This is an optimization exercise on Yosys and OpenROAD, whose aim is small area, a short achievable clock period and few clock cycles per item, not a production implementation. Function was checked by simulation only, so behaviour that the tests miss may differ from the original.

Setup of the previous run:
// km_mul_pipe
module km_mul_pipe (
    input  logic        clk,
    input  logic        rst,
    input  logic        in_valid,
    output logic        in_ready,
    input  logic        mode,
    input  logic [31:0] in1,
    input  logic [31:0] in2,
    input  logic [3:0]  in_tag,
    output logic        out_valid,
    input  logic        out_ready,
    output logic [3:0]  out_tag,
    output logic [31:0] out_L,
    output logic [31:0] out_H
);
    logic        adv;
    logic        o_v;
    logic [2:1] v;
    logic [3:0]  tag_q [1:2];
    logic [63:0] res;
    logic [3:0]  res_tag;
    logic        res_v;
    logic [63:0] o_q;
    logic [3:0]  o_tag;
    assign adv = !o_v || out_ready;
    assign in_ready = adv;
    assign out_valid = o_v;
    assign {out_H, out_L} = o_q;
    assign out_tag = o_tag;
    assign res_v = v[2];
    assign res_tag = tag_q[2];
    always_ff @(posedge clk or posedge rst) begin
        if (rst) v <= '0;
        else if (adv) v <= {v[1:1], in_valid};
    end
    always_ff @(posedge clk or posedge rst) begin
        if (rst) o_v <= 1'b0;
  ...
Size in the first run: ~2800 cells after synthesis, roughly 140 I/O pins, about 33000 um2 of cells after synthesis.
==> flow/config.mk <==
export PLATFORM = sky130hd
export DESIGN_NAME = km_mul_pipe
export DESIGN_NICKNAME = km_mul_pipe
export VERILOG_FILES = /design/flow/design.v
export SDC_FILE = /design/flow/constraint.sdc
export NUM_CORES = 4
export LEC_CHECK = 0
export CAP_MARGIN = 20
export CORE_MARGIN = 2
export CORE_UTILIZATION = 45
export SETUP_SLACK_MARGIN = 3.0
export SLEW_MARGIN = 20
==> flow/constraint.sdc <==
create_clock -name core_clock -period 7.0 [get_ports {clk}]
set_input_delay 1.4000 -clock core_clock [delete_from_list [all_inputs] [get_ports {clk}]]
set_output_delay 1.4000 -clock core_clock [all_outputs]
set_load 0.01 [all_outputs]
standard.sh (not shown) runs the stock make flow with config.mk's settings and CLKGATE_MAP_FILE= SYNTH_SCRIPT=/design/flow/synth_recipe.tcl, a recipe that flattens the netlist after the stock synthesis.
==> flow/flow/run.sh <==
#!/bin/bash
# Layout flow: the standard ORFS flow with two changes.
#  1. The port buffers are buf_2 cells instead of the delay buffer buffer_ports picks.
#  2. Between synthesis and floorplan, flow/fixinv.py removes inverters between
#     full-adder cells by flipping the polarity of some adders (a full adder is
#     self-dual) and swapping some xor2/xnor2 cells. Registers and their names
#     are untouched.
# Each tool's output goes to a log file in this folder.
set -euo pipefail
W=$(pwd)
R=$W/orfs/results/$FLOW_PLATFORM/km_mul_pipe/base
PB='BUFFER_PORTS_ARGS=-buffer_cell sky130_fd_sc_hd__buf_2'
bash standard.sh "$PB" synth > "$W/flow_synth.log" 2>&1
cp "$R/1_2_yosys.v" "$W/synth_netlist.v"
python3 flow/fixinv.py "$W/synth_netlist.v" "$W/fixed_netlist.v" > "$W/flow_fixinv.log" 2>&1
cat "$W/flow_fixinv.log"
cp "$W/fixed_netlist.v" "$R/1_2_yosys.v"
rm -f "$R/1_synth.odb" "$R/1_synth.sdc"
bash standard.sh "$PB" finish > "$W/flow_finish.log" 2>&1
Other scripts of this flow, unchanged in this note and not shown: flow/flow/fixinv.py
Testbench counts of the previous run, summed over its fixed seeds: cycles 8,024, items 8,000.
[inputs] the current run vs the previous run
diff --git a/flow/config.mk b/flow/config.mk
--- a/flow/config.mk
+++ b/flow/config.mk
@@ -10,3 +10,3 @@
 export CORE_UTILIZATION = 45
-export SETUP_SLACK_MARGIN = 3.0
+export SETUP_SLACK_MARGIN = 3.2
 export SLEW_MARGIN = 20
## What came out
Summary of the current run over the previous run: design area shows an increase of about 2.3%, clock network area share neither gained nor lost much. [the current run vs the previous run] minimum setup slack in the final design: higher in the current run. The current run reports a lower arrival time at the worst endpoint than the previous run does.


km_mul_pipe, a different RTL version from the one above (not shown whole).
Size: ~3300 cells after synthesis, ~140 I/O pins.
==> flow/config.mk <==
export PLATFORM = sky130hd
export DESIGN_NAME = km_mul_pipe
export DESIGN_NICKNAME = km_mul_pipe
export VERILOG_FILES = /design/flow/design.v
export SDC_FILE = /design/flow/constraint.sdc
export NUM_CORES = 4
export LEC_CHECK = 0
export CAP_MARGIN = 20
export CORE_MARGIN = 2
export CORE_UTILIZATION = 40
export SLEW_MARGIN = 20
==> flow/constraint.sdc <==
create_clock -name core_clock -period 7.0 [get_ports {clk}]
set_input_delay 1.4000 -clock core_clock [delete_from_list [all_inputs] [get_ports {clk}]]
set_output_delay 1.4000 -clock core_clock [all_outputs]
set_load 0.01 [all_outputs]
run.sh (not shown) runs the stock make flow with config.mk's settings and CLKGATE_MAP_FILE= SYNTH_SCRIPT=/design/flow/synth_recipe.tcl, a recipe that flattens the netlist after the stock synthesis.
Stock flow here: none of the scripts above is used.
The starting point ran to the end with no violations.
Testbench counts at the start, summed over its fixed seeds: cycles 8,024, items 8,000.
Edit:
--- a/flow/config.mk
+++ b/flow/config.mk
@@ -8,4 +8,5 @@
 export CAP_MARGIN = 20
 export CORE_MARGIN = 2
-export CORE_UTILIZATION = 40
+export CORE_UTILIZATION = 55
+export SETUP_SLACK_MARGIN = 3.2
 export SLEW_MARGIN = 20
The changed run finished clean.
Design area is higher by a few percent.
Critical path depth increases by 3.
Global-route usage rose by 10 points.
Wire length climbs by a little under a tenth.

re-timing with driven ports:
Ports are ideal in the flow. The routed layouts listed here were re-timed in OpenROAD. Step 1 (the two cells are an assumption about what drives the block):
set clk [get_ports {clk}]
set_driving_cell -lib_cell sky130_fd_sc_hd__clkbuf_16 $clk
set_driving_cell -lib_cell sky130_fd_sc_hd__buf_2 [delete_from_list [all_inputs] $clk]
Step 2 adds t to the input delays and takes it off the output delays; t is the mean of the earliest and latest rising clock arrival at the registers after step 1. Input paths then give back, and output paths get back, about the clock's delay inside the block. Slacks: no drivers / after step 1 / after step 2; pairs: no drivers / after step 1.
run	t, ns	setup WS [ns]	latest minus earliest clock arrival (ns)	cell pins on the clock port's net
the previous run	0.631	3.068 / 3.068 / 3.068	0.024 / 0.024	1
the current run	0.632	3.204 / 3.204 / 3.204	0.034 / 0.034	1
the first run of note 2	0.669	2.392 / 2.392 / 2.392	0.028 / 0.028	1
the second run of note 2	0.659	3.023 / 3.023 / 2.863	0.031 / 0.031	1
After both steps every run listed still meets setup and hold. For the second run of note 2, which loses most, drivers alone change the setup slack by 0.000 ns; drivers and shift together by -0.160 ns.
